This design comes from an exercise in tuning for small area and a short achievable clock period on the open sky130 flow, not from production work. The RTL was checked by simulation tests, not by an equivalence proof against the original design. In this run the design's own scripts or RTL, not TritonCTS, make the clock network. The clock port is modelled as an ideal driver, which makes a skipped or thinned clock tree look cheaper than it is; a real chip needs a root buffer or a tree. Power figures rest on the tool's default switching activity, not on a simulated workload.

===== flow/design.v =====
package llr_pkg;
    localparam int MSG_W    = 6;
    localparam int MAG_W    = MSG_W - 1;
    localparam int IDX_W    = 3;
    localparam int MAX_COLS = 8;
    localparam int REC_W    = 2 * MAG_W + IDX_W + MAX_COLS;
endpackage
package row_ctrl_pkg;
    localparam int LAYER_W = 2;
    localparam int ADDR_W  = 5;
endpackage
module check_msg_mem (
    input  logic        clk,
    input  logic        rst_n,
    input  logic [39:0] rd_sel,     
    output logic [4:0]  rd_min1,
    output logic [4:0]  rd_min2,
    output logic [7:0]  rd_hit,
    output logic [7:0]  rd_sgn,
    output logic        rd_written,
    input  logic [9:0]  wr_grp,     
    input  logic [3:0]  wr_sub,     
    input  logic [20:0] wr_data
);
    logic [20:0] mem  [0:39];
    logic [39:0] wrt;
    logic [39:0] wsel;
    logic [20:0] rd;
    logic        rd_wrt;
    for (genvar r = 0; r < 40; r++)
    begin : g_sel
        assign wsel[r] = wr_grp[r / 4] & wr_sub[r % 4];
    end
    always_ff @(posedge clk)
    begin
        for (int r = 0; r < 40; r++)
        begin
            mem[r] <= (mem[r] & {21{~wsel[r]}}) | (wr_data & {21{wsel[r]}});
            wrt[r] <= rst_n & (wrt[r] | wsel[r]);
        end
    end
    always_comb
    begin
        rd     = '0;
        rd_wrt = 1'b0;
        for (int r = 0; r < 40; r++)
        begin
            rd     = rd | (mem[r] & {21{rd_sel[r]}});
            rd_wrt = rd_wrt | (wrt[r] & rd_sel[r]);
        end
    end
    assign rd_min1    = rd[20:16];
    assign rd_min2    = rd[15:11];
    assign rd_sgn     = rd[7:0];
    assign rd_written = rd_wrt;
    for (genvar i = 0; i < 8; i++)
    begin : g_hit
        assign rd_hit[i] = (rd[10:8] == i);
    end
endmodule
module check_msg_recover (
    input  logic        written,    
    input  logic [4:0]  min1,
    input  logic [4:0]  min2,
    input  logic        hit,        
    input  logic        sg,         
    input  logic [5:0]  l,
    output logic [6:0]  t
);
    logic [4:0] m;
    logic [6:0] b;
    logic [7:0] s;
    assign m = ({5{written & hit}} & min2) | ({5{written & ~hit}} & min1);
    assign b = sg ? {2'b00, m} : ~{2'b00, m};
    assign s = {l[5], l, 1'b1} + {b, ~sg};
    assign t = s[7:1];
endmodule
module q_sign_mag (
    input  logic [6:0]  t,
    output logic        neg,
    output logic [4:0]  mag
);
    logic [5:0] tn;
    logic [5:0] a;
    assign neg = t[6];
    assign tn  = ~t[5:0] + 6'd1;
    assign a   = t[6] ? tn : t[5:0];
    assign mag = a[5] ? 5'd31 : a[4:0];
endmodule
module min_sum_merge #(
    parameter int IW = 1
) (
    input  logic [4:0]    a1,
    input  logic [4:0]    a2,
    input  logic [IW-1:0] ai,
    input  logic [4:0]    b1,
    input  logic [4:0]    b2,
    input  logic [IW-1:0] bi,
    output logic [4:0]    m1,
    output logic [4:0]    m2,
    output logic [IW:0]   mi
);
    logic c;
    assign c  = b1 < a1;
    assign m1 = c ? b1 : a1;
    assign mi = c ? {1'b1, bi} : {1'b0, ai};
    assign m2 = c ? ((a1 < b2) ? a1 : b2) : ((b1 < a2) ? b1 : a2);
endmodule
module min_sum_pairs (
    input  logic [39:0] mag,
    output logic [3:0]  lt
);
    for (genvar j = 0; j < 4; j++)
    begin : g_lt
        assign lt[j] = mag[5*(2*j+1) +: 5] < mag[5*(2*j) +: 5];
    end
endmodule
module min_sum_quads (
    input  logic [39:0] mag,
    input  logic [3:0]  lt,
    output logic [9:0]  h1,         
    output logic [9:0]  h2,
    output logic [3:0]  hi
);
    logic [4:0] p1 [0:3];
    logic [4:0] p2 [0:3];
    for (genvar j = 0; j < 4; j++)
    begin : g_pair
        assign p1[j] = lt[j] ? mag[5*(2*j+1) +: 5] : mag[5*(2*j) +: 5];
        assign p2[j] = lt[j] ? mag[5*(2*j) +: 5]   : mag[5*(2*j+1) +: 5];
    end
    for (genvar k = 0; k < 2; k++)
    begin : g_quad
        min_sum_merge #(.IW(1)) u_m (
            .a1 (p1[2*k]),   .a2 (p2[2*k]),   .ai (lt[2*k]),
            .b1 (p1[2*k+1]), .b2 (p2[2*k+1]), .bi (lt[2*k+1]),
            .m1 (h1[5*k +: 5]), .m2 (h2[5*k +: 5]), .mi (hi[2*k +: 2])
        );
    end
endmodule
module llr_update (
    input  logic [7:0]  neg,
    input  logic [39:0] mag,
    input  logic [4:0]  b,          
    input  logic [4:0]  min2,
    input  logic [2:0]  idx,
    input  logic        par,
    output logic [7:0]  s,
    output logic [39:0] a
);
    logic [6:0] xs;
    logic [4:0] x;
    assign xs = {1'b0, min2, 1'b1} + {1'b0, b, par};
    assign x  = (!par && xs[6]) ? 5'd31 : xs[5:1];
    for (genvar i = 0; i < 8; i++)
    begin : g_col
        logic [6:0] ys;
        logic [4:0] y;
        logic       hit;
        assign hit = (idx == i);
        assign ys  = {1'b0, mag[5*i +: 5], 1'b1} + {1'b0, b, par};
        assign y   = (!par && ys[6]) ? 5'd31 : ys[5:1];
        assign a[5*i +: 5] = hit ? x : y;
        assign s[i]        = neg[i] ^ (par & hit);
    end
endmodule
module llr_twos (
    input  logic        s,
    input  logic [4:0]  a,
    output logic [5:0]  o
);
    assign o = s ? -{1'b0, a} : {1'b0, a};
endmodule
module siso_row_unit (
    input  logic        clk,
    input  logic        rst_n,
    input  logic        req_valid,
    input  logic        req_layer,
    input  logic [4:0]  req_addr,
    input  logic [47:0] llr_in,
    output logic        rsp_valid,
    output logic        rsp_layer,
    output logic [4:0]  rsp_addr,
    output logic [47:0] llr_out
);
    logic        v    [1:8];
    logic        lay  [1:8];
    logic [4:0]  addr [1:8];
    logic [39:0] rsel1;
    logic [9:0]  wgrp6;
    logic [3:0]  wsub6;
    logic [47:0] l1, l2;
    logic [4:0]  rm1, rm2, rm1_2, rm2_2;
    logic [7:0]  rhit, rsgn, rhit_2, rsgn_2;
    logic        rwrt, rwrt_2;
    logic [55:0] t, t3;
    logic [7:0]  neg, neg4, neg5, neg6;
    logic [39:0] mag, mag4, mag5, mag6;
    logic [3:0]  lt, lt4;
    logic [9:0]  h1, h2, h1_5, h2_5;
    logic [3:0]  hi, hi_5;
    logic [4:0]  min1, min2, b6, min2_6;
    logic [2:0]  idx, idx6;
    logic        par6;
    logic [7:0]  s, s7;
    logic [39:0] a, a7;
    logic [47:0] o;
    always_ff @(posedge clk)
    begin
        v[1]    <= rst_n & req_valid;
        lay[1]  <= req_layer;
        addr[1] <= req_addr;
        for (int k = 2; k <= 8; k++)
        begin
            v[k]    <= rst_n & v[k-1];
            lay[k]  <= lay[k-1];
            addr[k] <= addr[k-1];
        end
    end
    always_ff @(posedge clk)
    begin
        for (int r = 0; r < 40; r++)
            rsel1[r] <= (req_layer == (r / 20)) && (req_addr == (r % 20));
        for (int g = 0; g < 10; g++)
            wgrp6[g] <= rst_n && v[5] && (lay[5] == (g / 5)) && (addr[5][4:2] == (g % 5));
        for (int b = 0; b < 4; b++)
            wsub6[b] <= (addr[5][1:0] == b);
    end
    check_msg_mem u_mem (
        .clk      (clk),
        .rst_n    (rst_n),
        .rd_sel   (rsel1),
        .rd_min1  (rm1),
        .rd_min2  (rm2),
        .rd_hit   (rhit),
        .rd_sgn   (rsgn),
        .rd_written (rwrt),
        .wr_grp   (wgrp6),
        .wr_sub   (wsub6),
        .wr_data  ({b6 ^ {5{par6}}, min2_6, idx6, neg6 ^ {8{par6}}})
    );
    always_ff @(posedge clk)
    begin
        l1     <= llr_in;
        l2     <= l1;
        rm1_2  <= rm1;
        rm2_2  <= rm2;
        rhit_2 <= rhit;
        rsgn_2 <= rsgn;
        rwrt_2 <= rwrt;
    end
    for (genvar i = 0; i < 8; i++)
    begin : g_rec
        check_msg_recover u_rec (
            .written (rwrt_2),
            .min1 (rm1_2),
            .min2 (rm2_2),
            .hit  (rhit_2[i]),
            .sg   (rsgn_2[i]),
            .l    (l2[6*i +: 6]),
            .t    (t[7*i +: 7])
        );
    end
    always_ff @(posedge clk)
        t3 <= t;
    for (genvar i = 0; i < 8; i++)
    begin : g_q
        q_sign_mag u_q (
            .t   (t3[7*i +: 7]),
            .neg (neg[i]),
            .mag (mag[5*i +: 5])
        );
    end
    min_sum_pairs u_pairs (
        .mag (mag),
        .lt  (lt)
    );
    always_ff @(posedge clk)
    begin
        neg4 <= neg;
        mag4 <= mag;
        lt4  <= lt;
    end
    min_sum_quads u_quads (
        .mag (mag4),
        .lt  (lt4),
        .h1  (h1),
        .h2  (h2),
        .hi  (hi)
    );
    always_ff @(posedge clk)
    begin
        neg5 <= neg4;
        mag5 <= mag4;
        h1_5 <= h1;
        h2_5 <= h2;
        hi_5 <= hi;
    end
    min_sum_merge #(.IW(2)) u_row (
        .a1 (h1_5[4:0]), .a2 (h2_5[4:0]), .ai (hi_5[1:0]),
        .b1 (h1_5[9:5]), .b2 (h2_5[9:5]), .bi (hi_5[3:2]),
        .m1 (min1),    .m2 (min2),    .mi (idx)
    );
    always_ff @(posedge clk)
    begin
        neg6   <= neg5;
        mag6   <= mag5;
        b6     <= min1 ^ {5{^neg5}};
        min2_6 <= min2;
        idx6   <= idx;
        par6   <= ^neg5;
    end
    llr_update u_upd (
        .neg  (neg6),
        .mag  (mag6),
        .b    (b6),
        .min2 (min2_6),
        .idx  (idx6),
        .par  (par6),
        .s    (s),
        .a    (a)
    );
    always_ff @(posedge clk)
    begin
        s7 <= s;
        a7 <= a;
    end
    for (genvar i = 0; i < 8; i++)
    begin : g_out
        llr_twos u_twos (
            .s (s7[i]),
            .a (a7[5*i +: 5]),
            .o (o[6*i +: 6])
        );
    end
    always_ff @(posedge clk)
    begin
        if (rst_n && v[7])
            llr_out <= o;
        else
            llr_out <= '0;
    end
    assign rsp_valid = v[8];
    assign rsp_layer = lay[8];
    assign rsp_addr  = addr[8];
endmodule
module ldpc_row_top (
    input  logic        clk,
    input  logic        rst_n,
    input  logic        req_valid,
    input  logic [1:0]  req_layer,
    input  logic [4:0]  req_addr,
    input  logic [47:0] llr_in,
    output logic        rsp_valid,
    output logic [1:0]  rsp_layer,
    output logic [4:0]  rsp_addr,
    output logic [47:0] llr_out
);
    logic rsp_layer0;
    siso_row_unit u_row (
        .clk       (clk),
        .rst_n     (rst_n),
        .req_valid (req_valid),
        .req_layer (req_layer[0]),
        .req_addr  (req_addr),
        .llr_in    (llr_in),
        .rsp_valid (rsp_valid),
        .rsp_layer (rsp_layer0),
        .rsp_addr  (rsp_addr),
        .llr_out   (llr_out)
    );
    assign rsp_layer = {1'b0, rsp_layer0};
endmodule

===== flow/flow/run.sh =====
#!/bin/bash
# The standard layout, except for the clock tree: flow/pre_cts.tcl builds it
# before the CTS step (port -> 4 root buffers -> middle buffers -> leaf
# buffers -> registers) and the CTS step then only legalizes and repairs.
set -euo pipefail
export PRE_CTS_TCL="$PWD/flow/pre_cts.tcl"
bash standard.sh finish > "$PWD/standard_finish.log" 2>&1

===== flow/flow/pre_cts.tcl =====
# Custom clock tree: the clock port drives NROOT root buffers, each drives the
# leaf buffers of its part of the die, each leaf buffer drives up to LEAF_CAP
# registers. Then clock_tree_synthesis is made a no-op for the rest of cts.tcl.
set leaf_cap  14
set nroot     4
set bufname   sky130_fd_sc_hd__clkbuf_16

set block  [ord::get_db_block]
set clknet [$block findNet clk]
set master [[ord::get_db] findMaster $bufname]

# Sinks and their positions
set sinks {}
foreach it [$clknet getITerms] {
  set bb [[$it getInst] getBBox]
  lappend sinks [list $it [expr {([$bb xMin] + [$bb xMax]) / 2}] [expr {([$bb yMin] + [$bb yMax]) / 2}]]
}
set n [llength $sinks]
puts "own_cts: $n sinks"

# Capacity-limited k-means: points {id x y}, returns list of cluster index per point
proc cap_kmeans {pts k cap iters} {
  set n [llength $pts]
  # initial centres: points spread along a sort by x then y
  set sorted [lsort -real -index 1 $pts]
  set cx {}; set cy {}
  for {set c 0} {$c < $k} {incr c} {
    set p [lindex $sorted [expr {int(($c + 0.5) * $n / $k)}]]
    lappend cx [lindex $p 1]; lappend cy [lindex $p 2]
  }
  set assign [lrepeat $n 0]
  for {set it 0} {$it < $iters} {incr it} {
    # all point-centre distances, assign greedily by increasing distance under capacity
    set pairs {}
    for {set i 0} {$i < $n} {incr i} {
      set px [lindex $pts $i 1]; set py [lindex $pts $i 2]
      set best {}
      for {set c 0} {$c < $k} {incr c} {
        set d [expr {abs($px - [lindex $cx $c]) + abs($py - [lindex $cy $c])}]
        lappend best [list $c $d]
      }
      set best [lsort -real -index 1 $best]
      lappend pairs [list $i [lrange $best 0 5]]
    }
    # order points by distance to their nearest centre, far ones first
    set order [lsort -real -decreasing -command {apply {{a b} {
      set da [lindex [lindex [lindex $a 1] 0] 1]; set db [lindex [lindex [lindex $b 1] 0] 1]
      expr {$da < $db ? -1 : ($da > $db ? 1 : 0)}}}} $pairs]
    set cnt [lrepeat $k 0]
    foreach pr $order {
      set i [lindex $pr 0]
      set done 0
      foreach cd [lindex $pr 1] {
        set c [lindex $cd 0]
        if {[lindex $cnt $c] < $cap} { lset assign $i $c; lset cnt $c [expr {[lindex $cnt $c] + 1}]; set done 1; break }
      }
      if {!$done} {
        # any centre with room, nearest
        set px [lindex $pts $i 1]; set py [lindex $pts $i 2]
        set bd 1e18; set bc 0
        for {set c 0} {$c < $k} {incr c} {
          if {[lindex $cnt $c] >= $cap} continue
          set d [expr {abs($px - [lindex $cx $c]) + abs($py - [lindex $cy $c])}]
          if {$d < $bd} { set bd $d; set bc $c }
        }
        lset assign $i $bc; lset cnt $bc [expr {[lindex $cnt $bc] + 1}]
      }
    }
    # new centres
    set sx [lrepeat $k 0.0]; set sy [lrepeat $k 0.0]
    for {set i 0} {$i < $n} {incr i} {
      set c [lindex $assign $i]
      lset sx $c [expr {[lindex $sx $c] + [lindex $pts $i 1]}]
      lset sy $c [expr {[lindex $sy $c] + [lindex $pts $i 2]}]
    }
    for {set c 0} {$c < $k} {incr c} {
      if {[lindex $cnt $c] > 0} {
        lset cx $c [expr {int([lindex $sx $c] / [lindex $cnt $c])}]
        lset cy $c [expr {int([lindex $sy $c] / [lindex $cnt $c])}]
      }
    }
  }
  return [list $assign $cx $cy]
}

set k [expr {int(ceil(double($n) / $leaf_cap))}]
set pts {}
set i 0
foreach s $sinks { lappend pts [list $i [lindex $s 1] [lindex $s 2]]; incr i }
lassign [cap_kmeans $pts $k $leaf_cap 12] assign cx cy
puts "own_cts: $k leaf buffers"

# Leaf buffers and nets
set leaves {}
for {set c 0} {$c < $k} {incr c} {
  set inst [odb::dbInst_create $block $master "owncts_leaf_$c"]
  $inst setLocation [expr {[lindex $cx $c] - 2000}] [lindex $cy $c]
  $inst setPlacementStatus PLACED
  set net [odb::dbNet_create $block "owncts_leafnet_$c"]
  $net setSigType CLOCK
  [$inst findITerm X] connect $net
  lappend leaves [list $inst $net]
}
for {set i 0} {$i < $n} {incr i} {
  set it [lindex $sinks $i 0]
  set c [lindex $assign $i]
  $it disconnect
  $it connect [lindex $leaves $c 1]
}

# Optional middle level: groups of up to MID_CAP leaf buffers under one buffer
set mid_cap 4
set level $leaves
set lx $cx; set ly $cy
if {$mid_cap > 0} {
  set kk [llength $level]
  set km [expr {int(ceil(double($kk) / $mid_cap))}]
  set lpts {}
  for {set c 0} {$c < $kk} {incr c} { lappend lpts [list $c [lindex $lx $c] [lindex $ly $c]] }
  lassign [cap_kmeans $lpts $km $mid_cap 12] massign mx my
  set mids {}
  for {set m 0} {$m < $km} {incr m} {
    set inst [odb::dbInst_create $block $master "owncts_mid_$m"]
    $inst setLocation [expr {[lindex $mx $m] - 2000}] [lindex $my $m]
    $inst setPlacementStatus PLACED
    set net [odb::dbNet_create $block "owncts_midnet_$m"]
    $net setSigType CLOCK
    [$inst findITerm X] connect $net
    for {set c 0} {$c < $kk} {incr c} {
      if {[lindex $massign $c] == $m} { [[lindex $level $c 0] findITerm A] connect $net }
    }
    lappend mids [list $inst $net]
  }
  puts "own_cts: $km middle buffers"
  set level $mids
  set lx $mx; set ly $my
}

# Root buffers, driven by the clock port
set kk [llength $level]
set lpts {}
for {set c 0} {$c < $kk} {incr c} { lappend lpts [list $c [lindex $lx $c] [lindex $ly $c]] }
set rcap [expr {int(ceil(double($kk) / $nroot))}]
lassign [cap_kmeans $lpts $nroot $rcap 12] rassign rx ry
for {set r 0} {$r < $nroot} {incr r} {
  set inst [odb::dbInst_create $block $master "owncts_root_$r"]
  $inst setLocation [expr {[lindex $rx $r] - 2000}] [lindex $ry $r]
  $inst setPlacementStatus PLACED
  set net [odb::dbNet_create $block "owncts_rootnet_$r"]
  $net setSigType CLOCK
  [$inst findITerm X] connect $net
  [$inst findITerm A] connect $clknet
  for {set c 0} {$c < $kk} {incr c} {
    if {[lindex $rassign $c] == $r} { [[lindex $level $c 0] findITerm A] connect $net }
  }
}
$clknet setSigType CLOCK
global_connect

# The rest of cts.tcl legalizes, repairs and writes the result
proc clock_tree_synthesis {args} { puts "own_cts: clock_tree_synthesis skipped" }

===== flow/standard.sh =====
#!/bin/bash
# synth_recipe.tcl (not shown) runs the flow's synth.tcl, then flattens the netlist and writes it again
# the make line also repeats each setting of config.mk as NAME=value (left out here)
make -C /OpenROAD-flow-scripts/flow DESIGN_CONFIG=/design/flow/config.mk WORK_HOME=/design/flow/orfs CLKGATE_MAP_FILE= SYNTH_SCRIPT=/design/flow/synth_recipe.tcl "${@:-finish}"

===== flow/config.mk =====
export PLATFORM = sky130hd
export DESIGN_NAME = ldpc_row_top
export DESIGN_NICKNAME = ldpc_row_top
export VERILOG_FILES = /design/flow/design.v
export SDC_FILE = /design/flow/constraint.sdc
export NUM_CORES = 4
export LEC_CHECK = 0
export CAP_MARGIN = 20
export CORE_MARGIN = 2
export CORE_UTILIZATION = 60
export SETUP_SLACK_MARGIN = 3.8
export SLEW_MARGIN = 20

===== flow/constraint.sdc =====
create_clock -name core_clock -period 6.0 [get_ports {clk}]
set_input_delay 1.2000 -clock core_clock [delete_from_list [all_inputs] [get_ports {clk}]]
set_output_delay 1.2000 -clock core_clock [all_outputs]
set_load 0.01 [all_outputs]

==> summary.txt <==
worst max-delay path, cell delays in order (launching register included):
cell and delay [ns]:
dfxtp_4 0.40, mux2_4 0.32, and3_4 0.20, nor2_4 0.11, ha_4 0.21, nor2b_4 0.12, o21ai_2 0.17, a21boi_2 0.09
o21ai_1 0.15, nand2b_1 0.13, a221oi_2 0.31
final cells by class:
cell class / count / area, um2 / share of cell area, %
Timing Repair Buffer: 398 / 3822 / 6.055
Inverter: 128 / 501.7 / 0.7947
Buffer: 134 / 3353 / 5.311
Sequential cell: 1451 / 37610 / 59.57
Antenna cell: 1 / 2.502 / 0.003964
Multi-Input combinational cell: 1960 / 16390 / 25.96
Tap cell: 1165 / 1458 / 2.309
routing by layer:
metal / up-vias / share of wire (%)
met5: - / 0.047
met1: 16820 / 38
met2: 2366 / 44
met3: 506 / 13
met4: 6 / 4.9
li1: 14510 / -
worst paths after layout:
check | end | startpoint | slack [ns] | cells past startpoint
worst max-delay path | u_row.t3[27]$_DFF_P_ | u_row.rm1_2[0]$_DFF_P_ | 3.66 | 10
worst min-delay path | u_row.addr[7][1]$_DFF_P_ | u_row.addr[6][1]$_DFF_P_ | 0.30 | 0
worst min register to register | u_row.addr[7][1]$_DFF_P_ | u_row.addr[6][1]$_DFF_P_ | 0.30 | 0
worst max register to register | u_row.t3[27]$_DFF_P_ | u_row.rm1_2[0]$_DFF_P_ | 3.66 | 10
synth_stat cells, drive strengths merged (3+ instances only):
master    n
nor2    200
o41ai     8
or2      12
a31oi     4
nor3     34
or3      17
a21oi   113
and3     11
o311a     8
edfxtp  840
nor4     25
and2     61
nand3b    3
nand4    91
nand3    25
nor3b    11
nand2   108
o21a     52
nor2b    46
a211oi   11
dfxtp   611
a21boi    5
o21ai    36
inv     127
clkbuf   82
xor2     86
o21bai    8
o211ai    4
mux2     24
o31ai    20
xnor2   119
a21o     37
buf      61
ha      161
nand2b   19
a221oi   48
a22o     41
a22oi   379
fa        9
mux2i   114
power by group through the flow:
stage          Clock (uW)  Combinational (uW)  Sequential, uW
2_1_floorplan           0                5790           13600
3_3_place_gp            0                7490           14000
3_5_place_dp            0                7790           14000
4_1_cts              5950                8850           14000
5_1_grt              7790               11000           14000
6_report             7480               10100           13900
stage by stage:
step,setup WS [ns],std cells,area [um2]
2_1_floorplan,3.437,3682,53240
3_3_place_gp,2.627,4924,56020
3_5_place_dp,2.585,4924,56020
4_1_cts,3.691,5150,61210
5_1_grt,3.610,5236,63130
6_report,3.659,5237,63130
what timing repair did:
| item | CTS | global route |
|---|---|---|
| cloned | 6 | 3 |
| endpoints found under the setup margin | 225 | 186 |
| pin swaps | 91 | 178 |
| resized for setup | 277 | 480 |
| buffers inserted | 86 | 83 |
logic make-up (layout without fill, tap and decap cells):
group                      Yosys count  count (layout)  synth area share (%)
DFF                               1451            1451                 70.64
AOI/OAI and AO/OA                  780             780                 10.75
and+or+nand+nor                    666             666                 6.340
buffers and inverters              271             660                 2.022
xor gates and xnor gates           205             205                 3.386
adders and majority gates          170             170                 4.139
muxes                              138             138                 2.718
other                                1               2              0.007072
==> flow_metrics.py <==
metrics = {
    "sta": {
        "whs_ns": 0.3024,
        "fin_tns_setup_ns": 0,
        "drv_slew": 0,
        "rsz0062_at_grt": "true",
        "clock_skew_ns": 0.1038,
        "hold_viol_final": 0,
        "fin_crit_ns": 2.341,
        "tightest_slew_ns": 1.256,
        "fmax_mhz": 427.2,
        "setup_viol": 0,
        "maxSlewHeadroom_pct": 15.65,
        "post-route-period-util_pct": 39.01,
    },
    "clock_network": {
        "clkLatencyLatePin_ns": 0.59,
        "clk_pin_slew_ns": 0.09,
        "holdBufCountCts": 0,
    },
    "floorplanning": {
        "design.core.area_um2": 87970,
        "die_area_um2": 90770,
        "num_rows": 109,
        "die_h_um": 301.3,
        "chipWidth_um": 301.3,
        "io_pins": 114,
        "start_util_pct": 60.28,
    },
    "finish": {
        "final_common_cell": "edfxtp_1",
        "nets": 4301,
        "area.growth.synth_to_final_pct": 19.06,
        "final_cell_mix": "edfxtp_1 (840), dfxtp_1 (550), a22oi_1 (342)",
        "finish.utilization_pct": 71.77,
        "num-fill-cells": 5722,
        "drive_gt1_share_pct": 22.01,
    },
    "pwr": {
        "leakage_uw": 0.02257,
        "ir_drop_mv": 0.3082,
        "power_uw": 31530,
        "internal_power_uw": 21250,
        "powerDensity_nw_per_um2": 499.5,
        "seq_power_share_pct": 44.1,
        "clkPwrFrac_pct": 23.7,
        "p_sw_uw": 10280,
        "power_frac_comb_pct": 32.1,
        "swShare_pct": 32.60,
    },
    "grt": {
        "grt_use_met2_pct": 53.43,
        "grtUsageMet3_pct": 8.897,
        "grt_pass1_wl_um": 228400,
        "grt.overflow.total": 0,
        "grt_max_degree": 49,
        "grt_antenna_before_repair": 6,
        "first_global_vias": 32430,
        "grt_busiest_layer": "met2",
        "met1_usage_pct": 49.98,
        "grtUsageTotal_pct": 35.42,
    },
    "logic_synthesis": {
        "synth.top_cell.area_share_pct": 47.57,
        "syn_inst": 3682,
        "synth_nets": 3910,
        "syn_avg_cell_area_um2": 14.40,
        "synth_edf_count": 840,
        "yosys_warnings": 11,
        "synthTopCellsByArea": "edfxtp_1 (48%), dfxtp_1 (23%), a22oi_1 (5.4%)",
        "ys_types": 60,
        "ys_async_sr_fraction_pct": 0,
        "ys_seq_area_share_pct": 70.64,
        "synth_area_leader_cell": "edfxtp_1",
        "synth_flop_cell": "edfxtp_1",
        "synth_area_um2": 53030,
        "ys_ff_latch": 1451,
    },
    "route": {
        "postRouteAntennaNets": 0,
        "totalWireLength_um": 167000,
        "drc": 0,
        "wl_per_cell_um": 31.88,
        "vias": 34210,
        "detail_route.first_pass.iterations": 8,
        "vias_per_cell": 6.532,
        "drt_iter0_drc": 5472,
    },
    "run": {
        "maxCapViolCount": 0,
    },
    "setup_path": {
        "cp-start-kind": "register",
        "crit_type": "reg -> reg",
        "required_ns": 6.39,
        "end_kind": "register",
        "cp_max_fo": 8,
        "critPathArrivalTime_ns": 2.73,
    },
    "placed_design": {
        "hpwl_um": 92030,
        "numPortBuffers": 111,
        "gp_congestion": 0.8712,
    },
    "hold_path": {
        "hp-class": "reg -> reg",
    },
    "status": {
        "status": "finished clean",
    },
}

[afterwards: timing with drivers on the ports]
No port has a modelled driver above. Below, the same layout with a new extraction and two added sets of constraints.
Step 1 sets driving cells, clkbuf_16 on the clock port and buf_2 on the other inputs (assumed; they add their load-dependent delay and slew).
Step 2, shift: input delay + t, output delay - t, t = (earliest + latest rising clock arrival at the registers) / 2. This alone moves slack from input paths to output paths.
Three values: no drivers, after step 1, after step 2; two values: the first two.
t (ns): 0.689
setup WS [ns]: 3.659 / 3.641 / 3.659
hold slack, ns: 0.302 / 0.302 / 0.302
worst data-port slew with drivers (ns): 0.05
After both steps setup and hold are still met in this run. The setup slack of this run moves by -0.018 ns with the drivers and by 0.000 ns with both steps.
